This design comes from an exercise in tuning for small area on the open sky130 flow, not from production work. At most, simulation tests tie the RTL to the original design; equivalence was not proved. For run 3, only the layout was checked, not whether the RTL still works. Power figures rest on the tool's default switching activity, not on a simulated workload.

==> config.mk <==
export PLATFORM = sky130hd
export DESIGN_NAME = strassenTop
export DESIGN_NICKNAME = strassenTop
export VERILOG_FILES = /design/flow/design.v
export SDC_FILE = /design/flow/constraint.sdc
export NUM_CORES = 4
export LEC_CHECK = 0
export CAP_MARGIN = 20
export CORE_MARGIN = 2
export CORE_UTILIZATION = 60
export GPL_TIMING_DRIVEN = 0
export SLEW_MARGIN = 20
export SYNTH_HIERARCHICAL = 1
==> constraint.sdc <==
create_clock -name core_clock -period 10.0 [get_ports {clk}]
set_input_delay 2.0000 -clock core_clock [delete_from_list [all_inputs] [get_ports {clk}]]
set_output_delay 2.0000 -clock core_clock [all_outputs]
set_load 0.01 [all_outputs]
==> design.v <==
`default_nettype none
package strassenPkg;
    localparam int matDim      = 4;
    localparam int halfDim     = 2;                
    localparam int elemWidth   = 4;
    localparam int resultWidth = 12;
    localparam int addrWidth   = 4;                
    localparam int idxWidth    = $clog2(matDim);   
    typedef logic [elemWidth-1:0]   elemT;
    typedef logic [resultWidth-1:0] resultT;
    typedef elemT   operandMatT [matDim][matDim];
    typedef resultT resultMatT  [matDim][matDim];
    typedef resultT quadT       [halfDim][halfDim];
    localparam logic [3:0] modeBrute    = 4'd2;
    localparam logic [3:0] modeStrassen = 4'd4;
    typedef enum logic [3:0] {
        stIdle  = 4'd0,
        stCheck = 4'd1,
        stSel2  = 4'd2,
        stBrute = 4'd3,
        stSel4  = 4'd4,
        stSlice = 4'd6,
        stCalc1 = 4'd7,
        stCalc2 = 4'd8,
        stComb1 = 4'd9,
        stComb2 = 4'd10,
        stLoadC = 4'd11,
        stDone  = 4'd12
    } stateT;
endpackage
`default_nettype wire
`timescale 1ns/1ns
`default_nettype none
module strassenProducts (
    input  wire logic [strassenPkg::matDim-1:0][strassenPkg::elemWidth-1:0] rowA,
    input  wire logic [strassenPkg::matDim-1:0][strassenPkg::elemWidth-1:0] colB,
    output logic [strassenPkg::resultWidth-1:0]                              dot
);
    logic pp0_00, pp1_00, pp2_00, pp3_00, pp0_01, pp0_10, pp1_01, pp1_10, pp2_01, pp2_10, pp3_01, pp3_10, pp0_02, pp0_11, pp0_20, pp1_02, pp1_11, pp1_20, pp2_02, pp2_11, pp2_20, pp3_02, pp3_11, pp3_20, pp0_03, pp0_12, pp0_21, pp0_30, pp1_03, pp1_12, pp1_21, pp1_30, pp2_03, pp2_12, pp2_21, pp2_30, pp3_03, pp3_12, pp3_21, pp3_30, pp0_13, pp0_22, pp0_31, pp1_13, pp1_22, pp1_31, pp2_13, pp2_22, pp2_31, pp3_13, pp3_22, pp3_31, pp0_23, pp0_32, pp1_23, pp1_32, pp2_23, pp2_32, pp3_23, pp3_32, pp0_33, pp1_33, pp2_33, pp3_33, fs0, fc0, hs0, hc0, fs1, fc1, fs2, fc2, fs3, fc3, fs4, fc4, hs1, hc1, fs5, fc5, fs6, fc6, fs7, fc7, fs8, fc8, fs9, fc9, fs10, fc10, fs11, fc11, fs12, fc12, fs13, fc13, fs14, fc14, fs15, fc15, fs16, fc16, fs17, fc17, fs18, fc18, fs19, fc19, fs20, fc20, fs21, fc21, fs22, fc22, fs23, fc23, hs2, hc2, fs24, fc24, fs25, fc25, fs26, fc26, fs27, fc27, fs28, fc28, fs29, fc29, fs30, fc30, fs31, fc31, fs32, fc32, fs33, fc33, fs34, fc34, hs3, hc3, fs35, fc35, fs36, fc36, fs37, fc37, fs38, fc38, fs39, fc39, fs40, fc40, fs41, fc41, fs42, fc42, fs43, fc43, hs4, hc4, fs44, fc44, fs45, fc45, fs46, fc46, fs47, fc47, fs48, fc48, fs49, fc49, hs5, hc5, fs50, fc50, fs51, fc51, fs52, fc52, fs53, fc53;
    assign pp0_00 = ~(rowA[0][0] & colB[0][0]);
    assign pp0_01 = ~(rowA[0][0] & colB[0][1]);
    assign pp0_02 = ~(rowA[0][0] & colB[0][2]);
    assign pp0_03 = ~(rowA[0][0] & colB[0][3]);
    assign pp0_10 = ~(rowA[0][1] & colB[0][0]);
    assign pp0_11 = ~(rowA[0][1] & colB[0][1]);
    assign pp0_12 = ~(rowA[0][1] & colB[0][2]);
    assign pp0_13 = ~(rowA[0][1] & colB[0][3]);
    assign pp0_20 = ~(rowA[0][2] & colB[0][0]);
    assign pp0_21 = ~(rowA[0][2] & colB[0][1]);
    assign pp0_22 = ~(rowA[0][2] & colB[0][2]);
    assign pp0_23 = ~(rowA[0][2] & colB[0][3]);
    assign pp0_30 = ~(rowA[0][3] & colB[0][0]);
    assign pp0_31 = ~(rowA[0][3] & colB[0][1]);
    assign pp0_32 = ~(rowA[0][3] & colB[0][2]);
    assign pp0_33 = ~(rowA[0][3] & colB[0][3]);
    assign pp1_00 = ~(rowA[1][0] & colB[1][0]);
    assign pp1_01 = ~(rowA[1][0] & colB[1][1]);
    assign pp1_02 = ~(rowA[1][0] & colB[1][2]);
    assign pp1_03 = ~(rowA[1][0] & colB[1][3]);
    assign pp1_10 = ~(rowA[1][1] & colB[1][0]);
    assign pp1_11 = ~(rowA[1][1] & colB[1][1]);
    assign pp1_12 = ~(rowA[1][1] & colB[1][2]);
    assign pp1_13 = ~(rowA[1][1] & colB[1][3]);
    assign pp1_20 = ~(rowA[1][2] & colB[1][0]);
    assign pp1_21 = ~(rowA[1][2] & colB[1][1]);
    assign pp1_22 = ~(rowA[1][2] & colB[1][2]);
    assign pp1_23 = ~(rowA[1][2] & colB[1][3]);
    assign pp1_30 = ~(rowA[1][3] & colB[1][0]);
    assign pp1_31 = ~(rowA[1][3] & colB[1][1]);
    assign pp1_32 = ~(rowA[1][3] & colB[1][2]);
    assign pp1_33 = ~(rowA[1][3] & colB[1][3]);
    assign pp2_00 = ~(rowA[2][0] & colB[2][0]);
    assign pp2_01 = ~(rowA[2][0] & colB[2][1]);
    assign pp2_02 = ~(rowA[2][0] & colB[2][2]);
    assign pp2_03 = ~(rowA[2][0] & colB[2][3]);
    assign pp2_10 = ~(rowA[2][1] & colB[2][0]);
    assign pp2_11 = ~(rowA[2][1] & colB[2][1]);
    assign pp2_12 = ~(rowA[2][1] & colB[2][2]);
    assign pp2_13 = ~(rowA[2][1] & colB[2][3]);
    assign pp2_20 = ~(rowA[2][2] & colB[2][0]);
    assign pp2_21 = ~(rowA[2][2] & colB[2][1]);
    assign pp2_22 = ~(rowA[2][2] & colB[2][2]);
    assign pp2_23 = ~(rowA[2][2] & colB[2][3]);
    assign pp2_30 = ~(rowA[2][3] & colB[2][0]);
    assign pp2_31 = ~(rowA[2][3] & colB[2][1]);
    assign pp2_32 = ~(rowA[2][3] & colB[2][2]);
    assign pp2_33 = ~(rowA[2][3] & colB[2][3]);
    assign pp3_00 = ~(rowA[3][0] & colB[3][0]);
    assign pp3_01 = ~(rowA[3][0] & colB[3][1]);
    assign pp3_02 = ~(rowA[3][0] & colB[3][2]);
    assign pp3_03 = ~(rowA[3][0] & colB[3][3]);
    assign pp3_10 = ~(rowA[3][1] & colB[3][0]);
    assign pp3_11 = ~(rowA[3][1] & colB[3][1]);
    assign pp3_12 = ~(rowA[3][1] & colB[3][2]);
    assign pp3_13 = ~(rowA[3][1] & colB[3][3]);
    assign pp3_20 = ~(rowA[3][2] & colB[3][0]);
    assign pp3_21 = ~(rowA[3][2] & colB[3][1]);
    assign pp3_22 = ~(rowA[3][2] & colB[3][2]);
    assign pp3_23 = ~(rowA[3][2] & colB[3][3]);
    assign pp3_30 = ~(rowA[3][3] & colB[3][0]);
    assign pp3_31 = ~(rowA[3][3] & colB[3][1]);
    assign pp3_32 = ~(rowA[3][3] & colB[3][2]);
    assign pp3_33 = ~(rowA[3][3] & colB[3][3]);
    strassenFullAdder i_fa0 (.a(pp0_00), .b(pp1_00), .c(pp2_00), .s(fs0), .co(fc0));
    strassenHalfAdderN i_ha0 (.a(pp3_00), .b(fs0), .s(hs0), .co(hc0));
    strassenFullAdder i_fa1 (.a(pp0_01), .b(pp0_10), .c(pp1_01), .s(fs1), .co(fc1));
    strassenFullAdder i_fa2 (.a(pp1_10), .b(pp2_01), .c(pp2_10), .s(fs2), .co(fc2));
    strassenFullAdder i_fa3 (.a(pp3_01), .b(pp3_10), .c(fc0), .s(fs3), .co(fc3));
    strassenFullAdder i_fa4 (.a(fs1), .b(fs2), .c(hc0), .s(fs4), .co(fc4));
    strassenHalfAdderN i_ha1 (.a(fs3), .b(fs4), .s(hs1), .co(hc1));
    strassenFullAdder i_fa5 (.a(pp0_02), .b(pp0_11), .c(pp0_20), .s(fs5), .co(fc5));
    strassenFullAdder i_fa6 (.a(pp1_02), .b(pp1_11), .c(pp1_20), .s(fs6), .co(fc6));
    strassenFullAdder i_fa7 (.a(pp2_02), .b(pp2_11), .c(pp2_20), .s(fs7), .co(fc7));
    strassenFullAdder i_fa8 (.a(pp3_02), .b(pp3_11), .c(pp3_20), .s(fs8), .co(fc8));
    strassenFullAdder i_fa9 (.a(fc1), .b(fc2), .c(fs5), .s(fs9), .co(fc9));
    strassenFullAdder i_fa10 (.a(fs6), .b(fs7), .c(fs8), .s(fs10), .co(fc10));
    strassenFullAdder i_fa11 (.a(fc3), .b(fs10), .c(fs9), .s(fs11), .co(fc11));
    strassenFullAdder i_fa12 (.a(fc4), .b(fs11), .c(hc1), .s(fs12), .co(fc12));
    strassenFullAdder i_fa13 (.a(pp0_03), .b(pp0_12), .c(pp0_21), .s(fs13), .co(fc13));
    strassenFullAdder i_fa14 (.a(pp0_30), .b(pp1_03), .c(pp1_12), .s(fs14), .co(fc14));
    strassenFullAdder i_fa15 (.a(pp1_21), .b(pp1_30), .c(pp2_03), .s(fs15), .co(fc15));
    strassenFullAdder i_fa16 (.a(pp2_12), .b(pp2_21), .c(pp2_30), .s(fs16), .co(fc16));
    strassenFullAdder i_fa17 (.a(pp3_03), .b(pp3_12), .c(pp3_21), .s(fs17), .co(fc17));
    strassenFullAdder i_fa18 (.a(pp3_30), .b(fc5), .c(fc6), .s(fs18), .co(fc18));
    strassenFullAdder i_fa19 (.a(fc7), .b(fc8), .c(fs13), .s(fs19), .co(fc19));
    strassenFullAdder i_fa20 (.a(fs14), .b(fs15), .c(fs16), .s(fs20), .co(fc20));
    strassenFullAdder i_fa21 (.a(fs17), .b(fc10), .c(fc9), .s(fs21), .co(fc21));
    strassenFullAdder i_fa22 (.a(fs18), .b(fs19), .c(fs20), .s(fs22), .co(fc22));
    strassenFullAdder i_fa23 (.a(fc11), .b(fs21), .c(fs22), .s(fs23), .co(fc23));
    strassenHalfAdderN i_ha2 (.a(fc12), .b(fs23), .s(hs2), .co(hc2));
    strassenFullAdder i_fa24 (.a(pp0_13), .b(pp0_22), .c(pp0_31), .s(fs24), .co(fc24));
    strassenFullAdder i_fa25 (.a(pp1_13), .b(pp1_22), .c(pp1_31), .s(fs25), .co(fc25));
    strassenFullAdder i_fa26 (.a(pp2_13), .b(pp2_22), .c(pp2_31), .s(fs26), .co(fc26));
    strassenFullAdder i_fa27 (.a(pp3_13), .b(pp3_22), .c(pp3_31), .s(fs27), .co(fc27));
    strassenFullAdder i_fa28 (.a(fc13), .b(fc14), .c(fc15), .s(fs28), .co(fc28));
    strassenFullAdder i_fa29 (.a(fc16), .b(fc17), .c(fs24), .s(fs29), .co(fc29));
    strassenFullAdder i_fa30 (.a(fs25), .b(fs26), .c(fs27), .s(fs30), .co(fc30));
    strassenFullAdder i_fa31 (.a(fc18), .b(fc19), .c(fc20), .s(fs31), .co(fc31));
    strassenFullAdder i_fa32 (.a(fs28), .b(fs29), .c(fs30), .s(fs32), .co(fc32));
    strassenFullAdder i_fa33 (.a(fc21), .b(fc22), .c(fs31), .s(fs33), .co(fc33));
    strassenFullAdder i_fa34 (.a(fs32), .b(fc23), .c(fs33), .s(fs34), .co(fc34));
    strassenHalfAdderN i_ha3 (.a(hc2), .b(fs34), .s(hs3), .co(hc3));
    strassenFullAdder i_fa35 (.a(pp0_23), .b(pp0_32), .c(pp1_23), .s(fs35), .co(fc35));
    strassenFullAdder i_fa36 (.a(pp1_32), .b(pp2_23), .c(pp2_32), .s(fs36), .co(fc36));
    strassenFullAdder i_fa37 (.a(pp3_23), .b(pp3_32), .c(fc24), .s(fs37), .co(fc37));
    strassenFullAdder i_fa38 (.a(fc25), .b(fc26), .c(fc27), .s(fs38), .co(fc38));
    strassenFullAdder i_fa39 (.a(fs35), .b(fs36), .c(fc28), .s(fs39), .co(fc39));
    strassenFullAdder i_fa40 (.a(fc29), .b(fc30), .c(fs37), .s(fs40), .co(fc40));
    strassenFullAdder i_fa41 (.a(fs38), .b(fc31), .c(fc32), .s(fs41), .co(fc41));
    strassenFullAdder i_fa42 (.a(fs39), .b(fs40), .c(fc33), .s(fs42), .co(fc42));
    strassenFullAdder i_fa43 (.a(fs41), .b(fc34), .c(fs42), .s(fs43), .co(fc43));
    strassenHalfAdderN i_ha4 (.a(hc3), .b(fs43), .s(hs4), .co(hc4));
    strassenFullAdder i_fa44 (.a(pp0_33), .b(pp1_33), .c(pp2_33), .s(fs44), .co(fc44));
    strassenFullAdder i_fa45 (.a(pp3_33), .b(fc35), .c(fc36), .s(fs45), .co(fc45));
    strassenFullAdder i_fa46 (.a(fs44), .b(fc37), .c(fc38), .s(fs46), .co(fc46));
    strassenFullAdder i_fa47 (.a(fs45), .b(fc39), .c(fc40), .s(fs47), .co(fc47));
    strassenFullAdder i_fa48 (.a(fs46), .b(fc41), .c(fs47), .s(fs48), .co(fc48));
    strassenFullAdder i_fa49 (.a(fc42), .b(fs48), .c(fc43), .s(fs49), .co(fc49));
    strassenHalfAdderN i_ha5 (.a(hc4), .b(fs49), .s(hs5), .co(hc5));
    strassenFullAdder i_fa50 (.a(fc44), .b(fc45), .c(fc46), .s(fs50), .co(fc50));
    strassenFullAdder i_fa51 (.a(fc47), .b(fs50), .c(fc48), .s(fs51), .co(fc51));
    strassenFullAdder i_fa52 (.a(fs51), .b(fc49), .c(hc5), .s(fs52), .co(fc52));
    strassenFullAdder i_fa53 (.a(fc50), .b(fc51), .c(fc52), .s(fs53), .co(fc53));
    assign dot[0] = ~hs0;
    assign dot[1] = ~hs1;
    assign dot[2] = ~fs12;
    assign dot[3] = ~hs2;
    assign dot[4] = ~hs3;
    assign dot[5] = ~hs4;
    assign dot[6] = ~hs5;
    assign dot[7] = ~fs52;
    assign dot[8] = ~fs53;
    assign dot[9] = ~fc53;
    assign dot[strassenPkg::resultWidth-1:10] = '0;
endmodule
module strassenHalfAdderN (
    input  wire logic a, b,
    output logic      s, co
);
    strassenXnor2 i_s  (.a(a), .b(b), .y(s));
    strassenOr2   i_co (.a(a), .b(b), .y(co));
endmodule
module strassenXnor2 (
    input  wire logic a, b,
    output logic      y
);
    assign y = ~(a ^ b);
endmodule
module strassenOr2 (
    input  wire logic a, b,
    output logic      y
);
    assign y = a | b;
endmodule
module strassenFullAdder (
    input  wire logic a, b, c,
    output logic      s, co
);
    assign s  = a ^ b ^ c;
    assign co = (a & b) | (a & c) | (b & c);
endmodule
`default_nettype wire
`timescale 1ns/1ns
`default_nettype none
module strassenDatapath (
    input  wire logic [strassenPkg::matDim-1:0][strassenPkg::matDim-1:0][strassenPkg::elemWidth-1:0] visA,
    input  wire logic [strassenPkg::matDim-1:0][strassenPkg::matDim-1:0][strassenPkg::elemWidth-1:0] visB,
    input  wire logic                                visValid,
    input  wire logic                                vis2,
    input  wire logic [strassenPkg::addrWidth-1:0]   resultAddr,
    output logic [strassenPkg::resultWidth-1:0] resultOut
);
    logic [strassenPkg::idxWidth-1:0] readRow, readCol;
    logic [strassenPkg::matDim-1:0][strassenPkg::elemWidth-1:0] rowA, colB;
    assign readRow = resultAddr[strassenPkg::addrWidth-1 -: strassenPkg::idxWidth];
    assign readCol = resultAddr[strassenPkg::idxWidth-1:0];
    logic                             rowEn;
    logic [strassenPkg::matDim-1:0]   selLo, selHi, selCol;
    assign rowEn = visValid && !(vis2 && (readRow[1] || readCol[1]));
    always_comb begin
        for (int r = 0; r < strassenPkg::matDim; r++) begin
            selLo[r]  = rowEn && readRow == r;
            selHi[r]  = rowEn && !vis2 && readRow == r;
            selCol[r] = readCol == r;
        end
    end
    for (genvar k = 0; k < strassenPkg::matDim; k++) begin : g_k
        for (genvar b = 0; b < strassenPkg::elemWidth; b++) begin : g_b
            strassenSel4 i_selA (
                .sel (k < strassenPkg::halfDim ? selLo : selHi),
                .d   ({visA[3][k][b], visA[2][k][b], visA[1][k][b], visA[0][k][b]}),
                .y   (rowA[k][b])
            );
            strassenSel4 i_selB (
                .sel (selCol),
                .d   ({visB[k][3][b], visB[k][2][b], visB[k][1][b], visB[k][0][b]}),
                .y   (colB[k][b])
            );
        end
    end
    strassenProducts i_strassenProducts (.rowA(rowA), .colB(colB), .dot(resultOut));
endmodule
module strassenSel4 (
    input  wire logic [3:0] sel,
    input  wire logic [3:0] d,
    output logic            y
);
    assign y = |(sel & d);
endmodule
`default_nettype wire
`timescale 1ns/1ns
`default_nettype none
module strassenControl (
    input  wire logic          clk,
    input  wire logic          reset,
    input  wire logic          start,
    input  wire logic [3:0]    mode,
    output logic               done,
    output logic               ldSnap,       
    output logic               ldVis,        
    output logic               sel2,         
    output strassenPkg::stateT state
);
    strassenPkg::stateT nextState;
    always_ff @(posedge clk or posedge reset) begin
        if (reset) state <= strassenPkg::stIdle;
        else       state <= nextState;
    end
    always_comb begin
        nextState = state;
        case (state)
            strassenPkg::stIdle:  if (start) nextState = strassenPkg::stCheck;
            strassenPkg::stCheck: begin
                if (mode == strassenPkg::modeBrute)
                    nextState = strassenPkg::stSel2;
                else if (mode == strassenPkg::modeStrassen)
                    nextState = strassenPkg::stSel4;
            end
            strassenPkg::stSel2:  nextState = strassenPkg::stBrute;
            strassenPkg::stBrute: nextState = strassenPkg::stLoadC;
            strassenPkg::stSel4:  nextState = strassenPkg::stSlice;
            strassenPkg::stSlice: nextState = strassenPkg::stCalc1;
            strassenPkg::stCalc1: nextState = strassenPkg::stCalc2;
            strassenPkg::stCalc2: nextState = strassenPkg::stComb1;
            strassenPkg::stComb1: nextState = strassenPkg::stComb2;
            strassenPkg::stComb2: nextState = strassenPkg::stLoadC;
            strassenPkg::stLoadC: nextState = strassenPkg::stDone;
            strassenPkg::stDone:  nextState = strassenPkg::stIdle;
            default:              nextState = strassenPkg::stIdle;
        endcase
    end
    assign sel2   = (state == strassenPkg::stSel2);
    assign ldSnap = (state == strassenPkg::stSel2) || (state == strassenPkg::stSel4);
    assign ldVis  = (state == strassenPkg::stLoadC);
    assign done   = (state == strassenPkg::stDone);
endmodule
`default_nettype wire
`timescale 1ns/1ns
`default_nettype none
module matrixMemory (
    input  wire logic                               clk,
    input  wire logic                               reset,
    input  wire logic                               memWrite,
    input  wire logic                               memSelB,     
    input  wire logic [strassenPkg::idxWidth-1:0]   memRow,
    input  wire logic [strassenPkg::idxWidth-1:0]   memCol,
    input  wire strassenPkg::elemT                  memData,
    input  wire logic                               ldSnap,
    input  wire logic                               ldVis,
    input  wire logic                               sel2,
    output logic [strassenPkg::matDim-1:0][strassenPkg::matDim-1:0][strassenPkg::elemWidth-1:0] visA,
    output logic [strassenPkg::matDim-1:0][strassenPkg::matDim-1:0][strassenPkg::elemWidth-1:0] visB,
    output logic                                    visValid,    
    output logic                                    vis2         
);
    logic [strassenPkg::matDim-1:0][strassenPkg::matDim-1:0][strassenPkg::elemWidth-1:0] memA, memB;
    logic [strassenPkg::matDim-1:0][strassenPkg::matDim-1:0][strassenPkg::elemWidth-1:0] snapA, snapB;
    logic snap2;
    logic [strassenPkg::matDim-1:0][strassenPkg::matDim-1:0] weA, weB;
    always_comb begin
        for (int i = 0; i < strassenPkg::matDim; i++) begin
            for (int j = 0; j < strassenPkg::matDim; j++) begin
                weA[i][j] = memWrite && !memSelB && memRow == i && memCol == j;
                weB[i][j] = memWrite &&  memSelB && memRow == i && memCol == j;
            end
        end
    end
    always_ff @(posedge clk) begin
        for (int i = 0; i < strassenPkg::matDim; i++) begin
            for (int j = 0; j < strassenPkg::matDim; j++) begin
                if (weA[i][j]) memA[i][j] <= memData;
                if (weB[i][j]) memB[i][j] <= memData;
            end
        end
    end
    always_ff @(posedge clk) begin
        if (ldSnap) begin
            snapA <= memA;
            snapB <= memB;
            snap2 <= sel2;
        end
    end
    always_ff @(posedge clk) begin
        if (ldVis) begin
            visA <= snapA;
            visB <= snapB;
            vis2 <= snap2;
        end
    end
    always_ff @(posedge clk or posedge reset) begin
        if (reset)      visValid <= 1'b0;
        else if (ldVis) visValid <= 1'b1;
    end
endmodule
`default_nettype wire
`timescale 1ns/1ns
`default_nettype none
module strassenTop (
    input  wire logic                                clk,
    input  wire logic                                reset,
    input  wire logic                                start,
    input  wire logic [3:0]                          mode,
    input  wire logic                                memWrite,
    input  wire logic                                memSelB,
    input  wire logic [strassenPkg::idxWidth-1:0]    memRow,
    input  wire logic [strassenPkg::idxWidth-1:0]    memCol,
    input  wire strassenPkg::elemT                   memData,
    input  wire logic [strassenPkg::addrWidth-1:0]   resultAddr,
    output logic                                     done,
    output strassenPkg::stateT                       state,
    output strassenPkg::resultT                      resultOut
);
    logic ldSnap, ldVis, sel2, visValid, vis2;
    logic [strassenPkg::matDim-1:0][strassenPkg::matDim-1:0][strassenPkg::elemWidth-1:0] visA, visB;
    strassenControl i_strassenControl (
        .clk    (clk),
        .reset  (reset),
        .start  (start),
        .mode   (mode),
        .done   (done),
        .ldSnap (ldSnap),
        .ldVis  (ldVis),
        .sel2   (sel2),
        .state  (state)
    );
    matrixMemory i_matrixMemory (
        .clk      (clk),
        .reset    (reset),
        .memWrite (memWrite),
        .memSelB  (memSelB),
        .memRow   (memRow),
        .memCol   (memCol),
        .memData  (memData),
        .ldSnap   (ldSnap),
        .ldVis    (ldVis),
        .sel2     (sel2),
        .visA     (visA),
        .visB     (visB),
        .visValid (visValid),
        .vis2     (vis2)
    );
    strassenDatapath i_strassenDatapath (
        .visA       (visA),
        .visB       (visB),
        .visValid   (visValid),
        .vis2       (vis2),
        .resultAddr (resultAddr),
        .resultOut  (resultOut)
    );
endmodule
`default_nettype wire
==> flow/run.sh <==
#!/bin/bash
# Standard layout, with two changes: the clock tree uses larger sink clusters and no
# dummy loads, and the port buffers are the smallest buffer cell.
set -euo pipefail
CTS="-sink_clustering_enable -repair_clock_nets -dont_use_dummy_load"
CTS="$CTS -sink_clustering_size ${FLOW_CTS_SIZE:-9} -sink_clustering_max_diameter ${FLOW_CTS_DIAM:-120}"
CTS="$CTS -buf_list sky130_fd_sc_hd__clkbuf_4"
bash standard.sh "CTS_ARGS=$CTS" "BUFFER_PORTS_ARGS=-buffer_cell sky130_fd_sc_hd__buf_1" finish > standard.log 2>&1
==> standard.sh <==
#!/bin/bash
# synth_recipe.tcl (not shown) runs the flow's synth.tcl, then flattens the netlist and writes it again
# the make line also repeats each setting of config.mk as NAME=value (left out here)
make -C /OpenROAD-flow-scripts/flow DESIGN_CONFIG=/design/flow/config.mk WORK_HOME=/design/flow/orfs CLKGATE_MAP_FILE= SYNTH_SCRIPT=/design/flow/synth_recipe.tcl "${@:-finish}"
==> results of run 1 <==
-- synth_stat cells (all sizes together) --
cell / instances
edfxtp: 386
nand2: 99
a22oi: 64
fa: 54
nor2: 35
inv: 14
or2: 8
xnor2: 8
buf: 5
dfrtp: 5
nor2b: 4
o21ai: 4
clkbuf: 3
nand2b: 3
nand4b: 3
nand4bb: 3
nor3: 3
a211oi: 2
a21oi: 2
and4b: 2
and4bb: 2
nor4b: 2
a31oi: 1
and2: 1
and3: 1
conb: 1
nand3: 1
nand4: 1
nor3b: 1
nor4: 1
o211ai: 1
o21bai: 1
o311ai: 1
or4b: 1
-- through the flow --
| step | total power (W) | std cells |
|---|---|---|
| 2_1_floorplan | 0.00305 | 724 |
| 3_3_place_gp | 0.00341 | 1078 |
| 3_5_place_dp | 0.00346 | 1090 |
| 4_1_cts | 0.00414 | 1142 |
| 5_1_grt | 0.00433 | 1146 |
| 6_report | 0.00408 | 1146 |
-- registers in the layout, summed over array words and instances (netlist names) --
register / flops
i_matrixMemory.visA: 64
i_matrixMemory.snapA: 64
i_matrixMemory.snapB: 64
i_matrixMemory.vis2: 1
i_matrixMemory.snap2: 1
i_matrixMemory.memB: 64
i_strassenControl.state: 4
i_matrixMemory.visValid: 1
i_matrixMemory.memA: 64
i_matrixMemory.visB: 64
-- Yosys stat by module, one instance, submodules excluded, a selection --
| module | flip-flops and latches | cells inside | cell area, um^2 |
|---|---|---|---|
| strassenOr2 | 0 | 1 | 6.26 |
| strassenXnor2 | 0 | 1 | 8.76 |
| matrixMemory | 387 | 436 | 11900 |
| strassenSel4 | 0 | 3 | 18.8 |
| strassenProducts | 0 | 77 | 297 |
| strassenDatapath | 0 | 14 | 120 |
-- kinds of logic (layout without fill, tap and decap cells) --
| family | count (synthesis) | after routing | synth area share (%) |
|---|---|---|---|
| other | 1 | 3 | 0.0261 |
| adders and majority gates | 54 | 54 | 7.54 |
| DFF | 391 | 391 | 81.7 |
| xor gates and xnor gates | 8 | 8 | 0.489 |
| buffers and inverters | 22 | 124 | 0.741 |
| AOI/OAI and AO/OA | 76 | 76 | 3.94 |
| and+or+nand+nor | 171 | 171 | 5.57 |
-- power groups by stage --
stage	logic, W	clock network (W)	registers, W
after floorplan	0.000749	0	0.00230
after global placement	0.00107	0	0.00234
after detailed placement	0.00117	0	0.00229
after CTS	0.00118	0.000703	0.00226
after global routing	0.00129	0.000760	0.00228
final	0.00116	0.000670	0.00226
-- how the worst min path moves through the flow --
stage | start | to | slack (ps) | cells past startpoint
3_5_place_dp | i_matrixMemory.memA[10] | i_matrixMemory.snapA[10] | 400 | 0
5_1_grt | i_matrixMemory.memA[16] | i_matrixMemory.snapA[16] | 400 | 0
6_report | i_matrixMemory.memA[17] | i_matrixMemory.snapA[17] | 400 | 0
3_3_place_gp | i_matrixMemory.memA[3] | i_matrixMemory.snapA[3] | 400 | 0
2_1_floorplan | i_matrixMemory.memA[0] | i_matrixMemory.snapA[0] | 400 | 0
4_1_cts | i_matrixMemory.memA[16] | i_matrixMemory.snapA[16] | 400 | 0
-- layer usage --
layer	share of wire [%]	vias up	track usage, %
met5	0.11	-	0
met4	2.7	4	7.12
met3	5.4	56	4.14
met2	49	180	34.3
met1	43	3215	28.5
li1	-	2950	-
-- layout by cell type, fill, tap and decap left out, types with 3 or more instances in the layout --
cell,n
nand4bb_1,3
dfrtp_1,5
or2_1,6
buf_4,7
nor2b_4,3
a22oi_1,64
nor3_4,3
fa_1,54
nand4b_1,3
buf_2,7
edfxtp_1,386
nor2_1,34
o21ai_0,4
buf_6,4
nand2_1,98
clkbuf_4,49
buf_8,6
clkbuf_1,3
inv_1,13
xnor2_1,8
buf_1,28
buf_12,3
-- area by class of cell --
class | count | share of cell area (%)
Clock buffer | 49 | 2.36
Timing Repair Buffer | 53 | 2.60
Inverter | 14 | 0.337
Buffer | 8 | 0.345
Multi-Input combinational cell | 311 | 16.7
Sequential cell | 391 | 75.1
Antenna cell | 1 | 0.0160
Tap cell | 319 | 2.56
-- repair_timing --
action / 4_1_cts / 5_1_grt
resized for setup: 12 / 3
hold buffers: 0 / 0
pin swaps: 0 / 2
setup endpoints to repair: 3 / 2
setup buffers: 3 / 3
==> impl_metrics.toml, run 1 <==
[status]
status = "timing/DRC/antenna clean"

[routing]
drc = 0
viasPerCell = 5.59
wl_per_cell_um = 21.7
vias = 6405
drt_iter0_drc = 464
wl_um = 24900
antenna_left = 0
first_pass_iters = 5

[sta]
skew_ps = 46.7
hold_violations = 0
setup_viol = 0
tightest_slew_ps = 791
fin_crit_ps = 9790
hold_slack_ps = 399
maxSlewHeadroom_pct = 47.3
setup_ws_ps = 211
fmax_mhz = 102
period_share_pct = 97.9
tns_ps = 0
report.final.slew_viol_count = 0
grt_setup_unrepaired = "false"

[synthesis]
ys_top_cells_by_area = "edfxtp_1, fa_1, a22oi_1, nand2_1, nor2_1"
synth_top_area_share_pct = 80.8
ys_seq_elements = 391
synth_cells = 723
ys_types = 40
synth_area_mm2 = 0.0143
yosys_warnings = 9
ys_seq_area_share_pct = 81.7
synth_top_area_cell = "edfxtp_1"
syn_avg_cell_area_um2 = 19.8

[pwr]
total_leakage_power_nw = 4.84
power_frac_comb_pct = 28.3
swShare_pct = 30.5
peakVddDrop_v = 0.000163
net-switching-power_w = 0.00124
power.density_mw_per_mm2 = 262
clock_power_share_pct = 16.4
sequentialPowerShare_pct = 55.3
p_int_w = 0.00284

[critical_path]
r2r-end = "i_matrixMemory.snapB[11]"
worstRegToRegCells = 9
reg2reg_from = "i_strassenControl.state[2]"
cp.depth = 19
cp-startpoint = "resultAddr[3]"
crit_buf_inv = 4
slowest_stage = "fa_1"
startpoint_type = "input pin"
crit_top_cell = "fa_1"
crit_type = "input pin to output pin"
crit_arrival_ps = 7790
r2r_slack_ps = 7660
worst-endpoint-required_ps = 8000
critPathTopFamily = "adder cells"
cp_max_fo = 8
endpoint_kind = "output pin"
path_cells = "clkbuf_2 > nand2b_4 > a211oi_4 > buf_4 > a22oi_1 > nand2_1 > nand2_1 > fa_1 > fa_1 > fa_1 > fa_1 > fa_1 > fa_1 > fa_1 > or2_1 > fa_1 > fa_1 > inv_1 > buf_1"
crit_end = "resultOut[8]"
critPathMaxStageDelay_ps = 610

[floorplanning]
dieWidth_um = 159
io_pins = 38
core_mm2 = 0.0235
dieArea_mm2 = 0.0252
die_h_um = 159
initial_utilization_pct = 61.1
rows = 56

[cells_and_area]
regArea_mm2 = 0.0117
finish.utilization_pct = 66.5
n_fill_cell = 1588
stdcell_area_mm2 = 0.0156
fin_nets = 903
multi_input_area_mm2 = 0.00260
layout-drive-gt1-share_pct = 11.5
area_growth_pct = 8.78

[clock_tree]
path_clk_slew_ps = 90
cts_buffers = 49
clockBufferDepth = 3
cts_tree = "done"
htreeDepth = 2
clkSinkCount = 391
ctsRootBufferMaster = "clkbuf_4"
clock_latency_ps = 680

[place]
dp_hpwl_um = 17100
port-buffer-count = 35
routabilityCongestion = 0.873
pre_cts_ws_ps = -466
dpl_cell_area_mm2 = 0.0151

[global_route]
grt_overflow_total = 0
antenna_found_initial = 3
grt_pass1_vias = 6713
grt_pass1_wl_um = 37300
grt_max_degree = 50
globalRouteTotalUtil_pct = 20.8

[hold_path]
min_path_type = "flip-flop to flip-flop"

[run]
max_cap_violations = 0
==> inputs of run 2 (changes only) <==
--- a/design.v
+++ b/design.v
@@ -258,7 +258,7 @@
     output logic               done,
     output logic               ldSnap,       
     output logic               ldVis,        
-    output logic               sel2,         
+    output logic               inBrute,      
     output strassenPkg::stateT state
 );
     strassenPkg::stateT nextState;
@@ -289,7 +289,7 @@
             default:              nextState = strassenPkg::stIdle;
         endcase
     end
-    assign sel2   = (state == strassenPkg::stSel2);
+    assign inBrute = (state == strassenPkg::stBrute);
     assign ldSnap = (state == strassenPkg::stSel2) || (state == strassenPkg::stSel4);
     assign ldVis  = (state == strassenPkg::stLoadC);
     assign done   = (state == strassenPkg::stDone);
@@ -307,7 +307,7 @@
     input  wire strassenPkg::elemT                  memData,
     input  wire logic                               ldSnap,
     input  wire logic                               ldVis,
-    input  wire logic                               sel2,
+    input  wire logic                               inBrute,
     output logic [strassenPkg::matDim-1:0][strassenPkg::matDim-1:0][strassenPkg::elemWidth-1:0] visA,
     output logic [strassenPkg::matDim-1:0][strassenPkg::matDim-1:0][strassenPkg::elemWidth-1:0] visB,
     output logic                                    visValid,    
@@ -316,6 +316,7 @@
     logic [strassenPkg::matDim-1:0][strassenPkg::matDim-1:0][strassenPkg::elemWidth-1:0] memA, memB;
     logic [strassenPkg::matDim-1:0][strassenPkg::matDim-1:0][strassenPkg::elemWidth-1:0] snapA, snapB;
     logic snap2;
+    always_ff @(posedge clk) snap2 <= inBrute;
     logic [strassenPkg::matDim-1:0][strassenPkg::matDim-1:0] weA, weB;
     always_comb begin
         for (int i = 0; i < strassenPkg::matDim; i++) begin
@@ -337,7 +338,6 @@
         if (ldSnap) begin
             snapA <= memA;
             snapB <= memB;
-            snap2 <= sel2;
         end
     end
     always_ff @(posedge clk) begin
@@ -370,7 +370,7 @@
     output strassenPkg::stateT                       state,
     output strassenPkg::resultT                      resultOut
 );
-    logic ldSnap, ldVis, sel2, visValid, vis2;
+    logic ldSnap, ldVis, inBrute, visValid, vis2;
     logic [strassenPkg::matDim-1:0][strassenPkg::matDim-1:0][strassenPkg::elemWidth-1:0] visA, visB;
     strassenControl i_strassenControl (
         .clk    (clk),
@@ -380,7 +380,7 @@
         .done   (done),
         .ldSnap (ldSnap),
         .ldVis  (ldVis),
-        .sel2   (sel2),
+        .inBrute (inBrute),
         .state  (state)
     );
     matrixMemory i_matrixMemory (
@@ -393,7 +393,7 @@
         .memData  (memData),
         .ldSnap   (ldSnap),
         .ldVis    (ldVis),
-        .sel2     (sel2),
+        .inBrute  (inBrute),
         .visA     (visA),
         .visB     (visB),
         .visValid (visValid),
==> flow/run.sh (replaced) <==
#!/bin/bash
# Standard layout, with two changes: the clock tree uses larger sink clusters and no
# dummy loads, and the port buffers are the smallest buffer cell.
set -euo pipefail
CTS="-sink_clustering_enable -repair_clock_nets -dont_use_dummy_load"
CTS="$CTS -sink_clustering_size ${FLOW_CTS_SIZE:-20} -sink_clustering_max_diameter ${FLOW_CTS_DIAM:-120}"
CTS="$CTS -buf_list sky130_fd_sc_hd__clkbuf_8"
bash standard.sh "CTS_ARGS=$CTS" "BUFFER_PORTS_ARGS=-buffer_cell sky130_fd_sc_hd__buf_1" finish > standard.log 2>&1
--- a/config.mk
+++ b/config.mk
@@ -5,9 +5,9 @@
 export SDC_FILE = /design/flow/constraint.sdc
 export NUM_CORES = 4
 export LEC_CHECK = 0
-export CAP_MARGIN = 20
+export CAP_MARGIN = 0
 export CORE_MARGIN = 2
 export CORE_UTILIZATION = 60
 export GPL_TIMING_DRIVEN = 0
-export SLEW_MARGIN = 20
+export SLEW_MARGIN = 0
 export SYNTH_HIERARCHICAL = 1
==> run 2 against run 1 <==
Compared with the run above:
- still clean
- core utilization decreased by 0.085 points
- largest power group unchanged
- area after synthesis unchanged
- non-clock buffer count decreased by 3
==> impl_metrics.toml, run 2 <==
[routing]
wl_um = 22800
viasPerCell = 5.48
first_pass_iters = 5
drt_iter0_drc = 475
vias = 6115
antenna_left = 0
drc = 0
wl_per_cell_um = 20.5

[critical_path]
cp_max_fo = 8
r2r_slack_ps = 7510
crit_arrival_ps = 7730
worst-endpoint-required_ps = 8000
worstRegToRegCells = 7
startpoint_type = "input pin"
crit_type = "input pin to output pin"
endpoint_kind = "output pin"

[global_route]
grt_overflow_total = 0
antenna_found_initial = 0
grt_pass1_vias = 6035
grt_max_degree = 79
grt_pass1_wl_um = 34200
globalRouteTotalUtil_pct = 18.9

[clock_tree]
clkSinkCount = 391
cts_tree = "done"
ctsRootBufferMaster = "clkbuf_8"
cts_buffers = 23
path_clk_slew_ps = 110
htreeDepth = 1
clock_latency_ps = 560
clockBufferDepth = 3

[synthesis]
ys_types = 42
ys_seq_area_share_pct = 81.6
syn_avg_cell_area_um2 = 19.8
synth_area_mm2 = 0.0143
synth_most_common_cell = "edfxtp_1"
synth_edf_count = 385
synth_flop_cell = "edfxtp_1"
synth_top_area_cell = "edfxtp_1"
ys_top_cells_by_area = "edfxtp_1, fa_1, a22oi_1, nand2_1, nor2_1"
async_flop_share_pct = 1.28
synth_top_area_share_pct = 80.6
yosys_warnings = 9
synth_cells = 724
synthTopCellsByCount = "edfxtp_1, nand2_1, a22oi_1"
ys_seq_elements = 391

[sta]
tns_ps = 0
setup_viol = 0
skew_ps = 39.1
grt_setup_unrepaired = "false"
report.final.slew_viol_count = 0
maxSlewHeadroom_pct = 45.1
tightest_slew_ps = 821
hold_violations = 0
fin_crit_ps = 9730
fmax_mhz = 103
period_share_pct = 97.3

[pwr]
net-switching-power_w = 0.00117
sequentialPowerShare_pct = 56.3
power_frac_comb_pct = 28.1
clock_power_share_pct = 15.6
peakVddDrop_v = 0.000170
total_leakage_power_nw = 4.78
p_int_w = 0.00285
swShare_pct = 29.1
power.density_mw_per_mm2 = 258
finalPower_w = 0.00403

[floorplanning]
initial_utilization_pct = 61.1
dieWidth_um = 159
die_h_um = 159
dieArea_mm2 = 0.0252
rows = 56
io_pins = 38
core_mm2 = 0.0235

[cells_and_area]
final_common_cell = "edfxtp_1"
layout-drive-gt1-share_pct = 8.78
antenna_cells = 0
final_cell_mix = "edfxtp_1, nand2_1, a22oi_1"
n_fill_cell = 1592
area_growth_pct = 8.64
stdcell_count = 1116
fin_nets = 874
finish.utilization_pct = 66.4

[hold_path]
whs_path_depth = 0
min_path_type = "flip-flop to flip-flop"

[place]
routabilityCongestion = 0.965
placed_cells = 1086
port-buffer-count = 35
dp_hpwl_um = 15500

[status]
status = "timing/DRC/antenna clean"

[run]
max_cap_violations = 0
run 2: cell types whose count changed in the layout (fill, tap and decap cells not counted), moves of 3 or more:
cell	before	now
buf_6	4	1
buf_16	2	7
o21ai_0	4	1
buf_8	6	0
clkbuf_4	49	0
clkbuf_8	0	23
run 2: path summary, 6_finish.rpt:
check                                                start                          to
min in group asynchronous                            reset     i_matrixMemory.visValid
worst min register to register      i_matrixMemory.memA[2]     i_matrixMemory.snapA[2]
max in group asynchronous                            reset  i_strassenControl.state[0]
worst max-delay path                         resultAddr[3]                resultOut[8]
worst max register to register  i_strassenControl.state[2]    i_matrixMemory.snapB[16]
worst min-delay path                i_matrixMemory.memA[2]     i_matrixMemory.snapA[2]
run 2: repair_timing:
action / in CTS / in global routing
gates resized for setup: 14 / 6
setup buffers: 2 / 5
pin swaps: 0 / 3
hold buffers: 0 / 0
setup endpoints to repair: 3 / 2
run 2: area by class of cell:
cell class,instances,area [um^2],share of cell area [%]
buffer,9,52.6,0.337
inverter,14,52.6,0.337
sequential,391,11700,75.1
multi-input combinational,311,2620,16.8
clock buffer,23,317,2.03
tap,319,399,2.56
timing repair buffer,49,434,2.79
run 2: cells by family (layout without fill, tap and decap cells):
logic type	count (synthesis)	count (layout)	share of synthesized area [%]
AO/OA/AOI/OAI	74	74	3.91
XOR/XNOR	8	8	0.489
adder cells (fa/ha/maj)	54	54	7.54
buffers and inverters	23	95	0.733
flip-flops	391	391	81.6
multiplexers	1	1	0.0698
other	1	2	0.0261
AND/OR/NAND/NOR	172	172	5.61
run 2: metal layers:
metal  share of wire, %  vias to the layer above  global-route usage [%]
li1                   -                     2871                       -
met1                 43                     3085                    27.1
met2                 50                      132                    32.0
met3                4.6                       27                    2.61
met4                1.7                        0                    4.03
met5                  0                        -                       0
run 2: per-module statistics from Yosys (local to each module, per instance), a selection:
module             flip-flops and latches  cells
strassenDatapath                        0     14
strassenProducts                        0     77
matrixMemory                          387    436
strassenControl                         4     35
strassenFullAdder                       0      1
strassenOr2                             0      1
run 2: stage by stage:
step                hold WS [ps]  setup slack (ps)  cell area (um^2)
finish                       377               271             15600
global route                 378              4.79             15600
CTS                          379              68.4             15500
detailed placement           389              -723             15100
global placement             398              -666             14900
floorplan                    386               683             14400
run 2: worst max-delay path, stage by stage:
cell	delay, ps
buf_1	120
nand2b_4	210
a211oi_4	270
buf_12	160
a22oi_1	80
nand2_1	160
nand2_1	100
fa_1	550
fa_1	520
fa_1	430
fa_1	460
fa_1	430
fa_1	430
fa_1	470
or2_1	260
fa_1	390
fa_1	450
inv_1	80
buf_1	150
run 2: power groups by stage:
stage                     logic [W]  clock network (W)  registers [W]
after floorplan            0.000728                  0        0.00234
after global placement      0.00102                  0        0.00237
after detailed placement    0.00114                  0        0.00231
after CTS                   0.00115           0.000647        0.00227
after global routing        0.00129           0.000702        0.00229
final                       0.00113           0.000628        0.00227
==> inputs of run 3 (changes only) <==
--- a/design.v
+++ b/design.v
@@ -256,8 +256,6 @@
     input  wire logic          start,
     input  wire logic [3:0]    mode,
     output logic               done,
-    output logic               ldSnap,       
-    output logic               ldVis,        
     output logic               inBrute,      
     output strassenPkg::stateT state
 );
@@ -290,8 +288,6 @@
         endcase
     end
     assign inBrute = (state == strassenPkg::stBrute);
-    assign ldSnap = (state == strassenPkg::stSel2) || (state == strassenPkg::stSel4);
-    assign ldVis  = (state == strassenPkg::stLoadC);
     assign done   = (state == strassenPkg::stDone);
 endmodule
 `default_nettype wire
@@ -305,8 +301,7 @@
     input  wire logic [strassenPkg::idxWidth-1:0]   memRow,
     input  wire logic [strassenPkg::idxWidth-1:0]   memCol,
     input  wire strassenPkg::elemT                  memData,
-    input  wire logic                               ldSnap,
-    input  wire logic                               ldVis,
+    input  wire strassenPkg::stateT                 state,
     input  wire logic                               inBrute,
     output logic [strassenPkg::matDim-1:0][strassenPkg::matDim-1:0][strassenPkg::elemWidth-1:0] visA,
     output logic [strassenPkg::matDim-1:0][strassenPkg::matDim-1:0][strassenPkg::elemWidth-1:0] visB,
@@ -334,24 +329,32 @@
             end
         end
     end
-    always_ff @(posedge clk) begin
-        if (ldSnap) begin
-            snapA <= memA;
-            snapB <= memB;
-        end
+    logic [3:0] ldSnapQ, ldVisQ;
+    for (genvar q = 0; q < 4; q++) begin : g_ld
+        strassenLoadDecode i_ld (.state(state), .ldSnap(ldSnapQ[q]), .ldVis(ldVisQ[q]));
     end
     always_ff @(posedge clk) begin
-        if (ldVis) begin
-            visA <= snapA;
-            visB <= snapB;
-            vis2 <= snap2;
+        for (int i = 0; i < strassenPkg::matDim; i++) begin
+            if (ldSnapQ[i / 2])     snapA[i] <= memA[i];
+            if (ldSnapQ[2 + i / 2]) snapB[i] <= memB[i];
+            if (ldVisQ[i / 2])      visA[i]  <= snapA[i];
+            if (ldVisQ[2 + i / 2])  visB[i]  <= snapB[i];
         end
+        if (ldVisQ[0]) vis2 <= snap2;
     end
     always_ff @(posedge clk or posedge reset) begin
         if (reset)      visValid <= 1'b0;
-        else if (ldVis) visValid <= 1'b1;
+        else if (ldVisQ[0]) visValid <= 1'b1;
     end
 endmodule
+module strassenLoadDecode (
+    input  wire strassenPkg::stateT state,
+    output logic                    ldSnap,
+    output logic                    ldVis
+);
+    assign ldSnap = (state == strassenPkg::stSel2) || (state == strassenPkg::stSel4);
+    assign ldVis  = (state == strassenPkg::stLoadC);
+endmodule
 `default_nettype wire
 `timescale 1ns/1ns
 `default_nettype none
@@ -370,7 +373,7 @@
     output strassenPkg::stateT                       state,
     output strassenPkg::resultT                      resultOut
 );
-    logic ldSnap, ldVis, inBrute, visValid, vis2;
+    logic inBrute, visValid, vis2;
     logic [strassenPkg::matDim-1:0][strassenPkg::matDim-1:0][strassenPkg::elemWidth-1:0] visA, visB;
     strassenControl i_strassenControl (
         .clk    (clk),
@@ -378,8 +381,6 @@
         .start  (start),
         .mode   (mode),
         .done   (done),
-        .ldSnap (ldSnap),
-        .ldVis  (ldVis),
         .inBrute (inBrute),
         .state  (state)
     );
@@ -391,8 +392,7 @@
         .memRow   (memRow),
         .memCol   (memCol),
         .memData  (memData),
-        .ldSnap   (ldSnap),
-        .ldVis    (ldVis),
+        .state    (state),
         .inBrute  (inBrute),
         .visA     (visA),
         .visB     (visB),
==> run 3 against run 2 <==
Compared with the run above:
- fmax fell by 0.70%
- register-to-register slack improved by 340 ps
- still clean
- highest routed layer unchanged
- sequential cell count did not move
- critical path depth fell by 1
- synthesized cell count rose by 1.1%
- sequential power barely moved
- largest power group unchanged
==> impl_metrics.toml, run 3 <==
[pwr]
power.density_mw_per_mm2 = 252
sequentialPowerShare_pct = 58.5
net-switching-power_w = 0.00115
clock_power_share_pct = 16.1
power_frac_comb_pct = 25.5
peakVddDrop_v = 0.000341
swShare_pct = 29.3
total_leakage_power_nw = 4.76
p_int_w = 0.00277

[routing]
drt_iter0_drc = 476
vias = 6363
wl_um = 24900
viasPerCell = 5.67
wl_per_cell_um = 22.2
antenna_left = 0
drc = 0
first_pass_iters = 6

[sta]
period_share_pct = 98.0
fmax_mhz = 102
fin_crit_ps = 9800
skew_ps = 38.4
maxSlewHeadroom_pct = 44.5
setup_viol = 0
hold_slack_ps = 379
report.final.slew_viol_count = 0
tightest_slew_ps = 832
tns_ps = 0
hold_violations = 0

[cells_and_area]
n_fill_cell = 1619
final_cell_mix = "edfxtp_1, nand2_1, a22oi_1"
fin_nets = 880
stdcell_area_mm2 = 0.0156
final_common_cell = "edfxtp_1"
antenna_cells = 0
multi_input_area_mm2 = 0.00275
area_growth_pct = 7.90
layout-drive-gt1-share_pct = 9.71
regArea_mm2 = 0.0117

[place]
dpl_cell_area_mm2 = 0.0151
routabilityCongestion = 0.850
port-buffer-count = 35
dp_hpwl_um = 17100

[clock_tree]
clockBufferDepth = 3
htreeDepth = 1
path_clk_slew_ps = 110
hold_buffers = 0
ctsRootBufferMaster = "clkbuf_8"
clock_latency_ps = 560
cts_tree = "done"
cts_buffers = 23
clkSinkCount = 391

[synthesis]
syn_avg_cell_area_um2 = 19.7
yosys_warnings = 9
async_flop_share_pct = 1.28
synth_top_area_share_pct = 80.1
synth_most_common_cell = "edfxtp_1"
synth_flop_cell = "edfxtp_1"
synth_cells = 732
synth_top_area_cell = "edfxtp_1"
ys_top_cells_by_area = "edfxtp_1, fa_1, a22oi_1, nand2_1, nor2_1"
ys_seq_elements = 391
synthTopCellsByCount = "edfxtp_1, nand2_1, a22oi_1"
ys_types = 40
synth_edf_count = 385
ys_seq_area_share_pct = 81.1
synth_area_mm2 = 0.0144

[floorplanning]
dieArea_mm2 = 0.0253
die_h_um = 159
io_pins = 38
rows = 56
dieWidth_um = 159
initial_utilization_pct = 61.3
core_mm2 = 0.0235

[run]
max_cap_violations = 0

[global_route]
grt_max_degree = 35
grt_pass1_vias = 6569
globalRouteTotalUtil_pct = 20.0
antenna_found_initial = 0
grt_pass1_wl_um = 37800
grt_overflow_total = 0

[critical_path]
crit_arrival_ps = 7800
cp_max_fo = 8
crit_type = "input pin to output pin"
worst-endpoint-required_ps = 8000
startpoint_type = "input pin"
endpoint_kind = "output pin"

[status]
status = "timing/DRC/antenna clean"

[hold_path]
min_path_type = "flip-flop to flip-flop"
==> run 3: per-module statistics from Yosys, one instance, submodules excluded, a selection <==
module              area, um^2  flops+latches  times used
strassenSel4              18.8              0          32
strassenControl            285              4           1
strassenOr2               6.26              0           6
strassenProducts           297              0           1
strassenXnor2             8.76              0           6
strassenLoadDecode        30.0              0           4
matrixMemory             11800            387           1
strassenDatapath           120              0           1
strassenFullAdder         20.0              0          54
==> run 3: what timing repair did <==
action | 4_1_cts | 5_1_grt
pin swaps | 0 | 4
gates resized for setup | 12 | 14
setup endpoints to repair | 3 | 2
buffers inserted | 2 | 5
==> run 3: worst paths after layout <==
path / start / to / slack (ps) / depth (start not counted)
worst min register to register: i_matrixMemory.snapA[13] / i_matrixMemory.visA[13] / 380 / 0
worst max register to register: i_strassenControl.state[1] / i_matrixMemory.snapB[18] / 7850 / 3
min in group asynchronous: reset / i_matrixMemory.visValid / 1310 / 2
max in group asynchronous: reset / i_strassenControl.state[0] / 8550 / 2
worst max-delay path: resultAddr[3] / resultOut[8] / 200 / 18
worst min-delay path: i_matrixMemory.snapA[13] / i_matrixMemory.visA[13] / 380 / 0
==> run 3: metal layers <==
layer	share of wire (%)	track usage, %	vias to the layer above
met5	0	0	-
met4	2.7	6.03	0
met3	6.2	3.13	44
met2	46	31.5	201
met1	45	29.8	3213
li1	-	-	2905
==> run 3: logic make-up (layout without fill, tap and decap cells) <==
group / after synthesis / in the layout / synth area share (%)
compound gates: 72 / 72 / 3.83
flops: 391 / 391 / 81.1
buf+inv: 21 / 91 / 0.702
other cells: 1 / 2 / 0.0260
mux: 1 / 1 / 0.0693
simple gates: 181 / 181 / 6.15
xor+xnor: 11 / 11 / 0.667
fa+ha+maj: 54 / 54 / 7.49
==> run 3: worst max-delay path: stages <==
cell and delay, ps:
buf_1 130, nand2b_4 220, nor3_4 350, a22oi_1 190, nand2_1 210, nand2_1 100, fa_1 560, fa_1 460
fa_1 440, fa_1 450, fa_1 430, fa_1 420, fa_1 470, or2_1 270, fa_1 410, fa_1 470
inv_1 70, buf_1 150
==> run 3: through the flow <==
stage,power [W],cells,setup WS (ps),util [%]
2_1_floorplan,0.00298,733,683,-
3_3_place_gp,0.00325,1087,-778,63.6
3_5_place_dp,0.00334,1092,-813,64.1
4_1_cts,0.00395,1117,21.0,65.8
5_1_grt,0.00414,1122,-7.42,66.2
6_report,0.00392,1122,202,66.2
==> run 3: final cells by class <==
class | count | area share (%)
Clock buffer | 23 | 2.03
Tap cell | 319 | 2.56
Timing Repair Buffer | 47 | 2.01
Buffer | 8 | 0.337
Multi-Input combinational cell | 321 | 17.6
Sequential cell | 391 | 75.1
Inverter | 13 | 0.313
==> run 3: power groups by stage <==
stage,combinational (W),clock (W),sequential [W]
after detailed placement,0.00101,0,0.00233
after global placement,0.000928,0,0.00232
after floorplan,0.000688,0,0.00229
after CTS,0.00101,0.000649,0.00229
final,0.000998,0.000631,0.00229
after global routing,0.00111,0.000709,0.00232

==> what the ideal ports hide <==
Ports are ideal in the flow. The routed layouts listed here were re-timed in OpenROAD.
Step 1: set_driving_cell puts a clkbuf_16 on clk and a buf_2 on each other input, an assumption about the parent block.
Step 2, shift: input delay + t, output delay - t, t = (earliest + latest rising clock arrival at the registers) / 2. This alone moves slack from input paths to output paths.
Three values: no drivers, after step 1, after step 2; two values: the first two.
| run | shift t [ns] | setup slack, ns | worst register clock-pin slew, ns |
|---|---|---|---|
| run 1 | 0.678 | 0.211 / 0.159 / 0.159 | 0.11 / 0.11 |
| run 2 | 0.585 | 0.271 / 0.249 / 0.249 | 0.12 / 0.12 |
| run 3 | 0.578 | 0.202 / 0.170 / 0.170 | 0.12 / 0.12 |
After both steps every run listed still meets setup and hold. For run 1, which loses most, drivers alone change the setup slack by -0.052 ns; drivers and shift together by -0.052 ns.
